Context: an optimization exercise on an open-source flow, tuned for small area. The choices shown serve that exercise and are no tape-out recipe.
Only simulation tests tie the RTL to the original design; equivalence was not proved.
Power and IR drop assume default switching activity.

==> flow/design.v (excerpt) <==
module data_mem_cas (
  input  logic        clk,
  input  logic        rst_n,
  input  logic        rd_en,
  input  logic [4:0]  rd_addr,
  output logic [31:0] rd_data,
  output logic        rd_valid,
  input  logic        wr_en,
  input  logic [4:0]  wr_addr,
  input  logic [3:0]  wr_be,
  input  logic [31:0] wr_data,
  input  logic        cas_en,
  input  logic [4:0]  cas_addr,
  output logic        cas_done,
  output logic        cas_swapped,
  output logic        cas_err,
  output logic        busy
);
Size in the first run: ~3500 cells after synthesis, about 1100 flip-flops, ~93 I/O pins, about 39000 µm² of cells after synthesis.
make LEC_CHECK=0 CAP_MARGIN=20 CORE_MARGIN=2 CORE_UTILIZATION=65 CTS_BUF_LIST=sky130_fd_sc_hd__clkbuf_8 CTS_CLUSTER_DIAMETER=80 CTS_CLUSTER_SIZE=16 GPL_TIMING_DRIVEN=0 PLACE_DENSITY=0.76 SETUP_SLACK_MARGIN=0.2 SLEW_MARGIN=20 SYNTH_HIERARCHICAL=1 SYNTH_MINIMUM_KEEP_SIZE=0 finish   # period 5.0 ns
run.sh (not shown) runs the stock make flow with config.mk's settings and CLKGATE_MAP_FILE= SYNTH_SCRIPT=/design/flow/synth_recipe.tcl, a recipe that flattens the netlist after the stock synthesis.
Change:
==> flow/flow/run.sh (new file) <==
#!/bin/bash
set -o pipefail
cp standard.sh standard_sh.txt
export BUFFER_PORTS_ARGS="-buffer_cell sky130_fd_sc_hd__buf_1"
bash standard.sh > standard.log 2>&1
==> flow/standard.sh (new file) <==
#!/bin/bash
# synth_recipe.tcl (not shown) runs the flow's synth.tcl, then flattens the netlist and writes it again
# the make line also repeats each setting of config.mk as NAME=value (left out here)
make -C /OpenROAD-flow-scripts/flow DESIGN_CONFIG=/design/flow/config.mk WORK_HOME=/design/flow/orfs CLKGATE_MAP_FILE= SYNTH_SCRIPT=/design/flow/synth_recipe.tcl "${@:-finish}"
- CORE_UTILIZATION: 65 -> 75
- PLACE_DENSITY: 0.76 -> 0.86
removed: flow/run.sh
Outcome:
- design area decreases by 1.8%
- count of clock-buffer cells in the layout came out higher by 1
- hold slack improved by 0.010 ns
- cell count came out lower by about 2%
- wire length climbs by 1.8%
Change:
- CORE_UTILIZATION: 75 -> 65
- PLACE_DENSITY: 0.86 -> 0.76
- SETUP_SLACK_MARGIN: 0.2 -> 0.1
- SLEW_MARGIN: 20 -> 10
- total power came out lower slightly
- die area is higher by about a fifth
- worst setup slack degrades by 0.12 ns
- cell count went up by a few percent
Change:
- SETUP_SLACK_MARGIN: 0.1 -> 0.2
- SLEW_MARGIN: 10 -> 20
Outcome:
- The new run completed without violations
- sequential share of layout area increases by 0.13 points
- global-route usage hardly moves
- routed wire length came out higher by 0.37%
- total power barely changes
- setup slack gets better by 0.067 ns
- cell count fell by 0.62%
- fmax increases by about 1.4%
- utilization goes down by 0.19 points
- count of clock-buffer cells in the layout stays the same
- critical path depth went up by 2


== lagoon ==
data_mem_cas, a different RTL version from the one above (not shown whole).
Size in the first run: ~3600 cells after synthesis, ~93 I/O pins, roughly 0.040 sq mm of cells after synthesis.
Design data_mem_cas, start of the top module:
module data_mem_cas (
  input  logic        clk,
  input  logic        rst_n,
  input  logic        rd_en,
  input  logic [4:0]  rd_addr,
  output logic [31:0] rd_data,
  output logic        rd_valid,
  input  logic        wr_en,
  input  logic [4:0]  wr_addr,
  input  logic [3:0]  wr_be,
  input  logic [31:0] wr_data,
  input  logic        cas_en,
  input  logic [4:0]  cas_addr,
  output logic        cas_done,
  output logic        cas_swapped,
  output logic        cas_err,
  output logic        busy
);
export LEC_CHECK = 0
export CAP_MARGIN = 20
export CORE_MARGIN = 2
export CORE_UTILIZATION = 65
export CTS_BUF_LIST = sky130_fd_sc_hd__clkbuf_16
export CTS_CLUSTER_DIAMETER = 100
export CTS_CLUSTER_SIZE = 24
export GPL_TIMING_DRIVEN = 0
export PLACE_DENSITY = 0.76
export SETUP_SLACK_MARGIN = 0.3
export SLEW_MARGIN = 20
export SYNTH_HIERARCHICAL = 1
export SYNTH_MINIMUM_KEEP_SIZE = 0
create_clock -name core_clock -period 5.0 [get_ports {clk}]
standard.sh (not shown) runs the stock make flow with config.mk's settings and CLKGATE_MAP_FILE= SYNTH_SCRIPT=/design/flow/synth_recipe.tcl, a recipe that flattens the netlist after the stock synthesis.
==> flow/flow/run.sh <==
#!/bin/bash
set -o pipefail
cp standard.sh standard_sh.txt
export BUFFER_PORTS_ARGS="-buffer_cell sky130_fd_sc_hd__buf_1"
bash standard.sh > standard.log 2>&1
diff inputs: lagoon => pepper
==> flow/run.sh (new file) <==
#!/bin/bash
# synth_recipe.tcl (not shown) runs the flow's synth.tcl, then flattens the netlist and writes it again
# the make line also repeats each setting of config.mk as NAME=value (left out here)
make -C /OpenROAD-flow-scripts/flow DESIGN_CONFIG=/design/flow/config.mk WORK_HOME=/design/flow/orfs CLKGATE_MAP_FILE= SYNTH_SCRIPT=/design/flow/synth_recipe.tcl finish
removed: flow/flow/run.sh
removed: flow/standard.sh
## What came out
On sequential share of layout area: between lagoon and pepper, it ends up higher for lagoon. Summary of pepper over lagoon: cell area after layout +about 1.4%, setup slack at placement -440 ps, number of buffers inserted by port buffering ~0 delta, clock transition at the register clock pins on the worst setup and hold paths after CTS ~0 delta, setup slack of the worst register-to-register path +180 ps. In pepper the utilization turned out 0.99 points higher than in lagoon. From lagoon to pepper the numbers moved as follows: total detailed-routing wirelength higher, post-route total power saw an increase. Layout overhead on the synthesized area delta for pepper relative to lagoon: 1.5 points higher. Looking at lagoon and pepper, the cell count is a wash.

[static timing again, ports no longer ideal]
The flow's constraints put no driver on any port. The routed layouts listed below were extracted and timed again, unchanged, in two steps.
Step 1, drivers: a clkbuf_16 drives clk and a buf_2 each remaining input, both assumed.
Step 2 adds t to the input delays and takes it off the output delays; t is the mean of the earliest and latest rising clock arrival at the registers after step 1. Input paths then give back, and output paths get back, about the clock's delay inside the block.
a / b / c = no drivers / after step 1 / after step 2; a / b = the first two.
run | t, ns | setup slack, ns | worst hold slack (ns) | latest minus earliest clock arrival (ns) | worst data-port slew with drivers (ns)
the first run of note 1 | 0.772 | 0.299 / 0.334 / -0.439 | 0.176 / 0.132 / 0.477 | 0.047 / 0.047 | 0.15
the second run of note 1 | 0.785 | 0.376 / 0.376 / -0.351 | 0.187 / 0.153 / 0.480 | 0.038 / 0.038 | 0.16
the third run of note 1 | 0.776 | 0.254 / 0.243 / -0.534 | 0.158 / 0.111 / 0.478 | 0.035 / 0.035 | 0.14
the fourth run of note 1 | 0.776 | 0.321 / 0.321 / -0.407 | 0.192 / 0.147 / 0.477 | 0.035 / 0.035 | 0.13
lagoon | 0.707 | 0.434 / 0.434 / -0.102 | 0.248 / 0.205 / 0.477 | 0.030 / 0.030 | 0.16
pepper | 0.696 | 0.365 / 0.409 / -0.287 | 0.280 / 0.234 / 0.473 | 0.030 / 0.030 | 0.09
Met with ideal ports but missed after step 2: setup timing in every run listed. For the third run of note 1, which loses most, drivers alone change the setup slack by -0.011 ns; drivers and shift together by -0.788 ns.
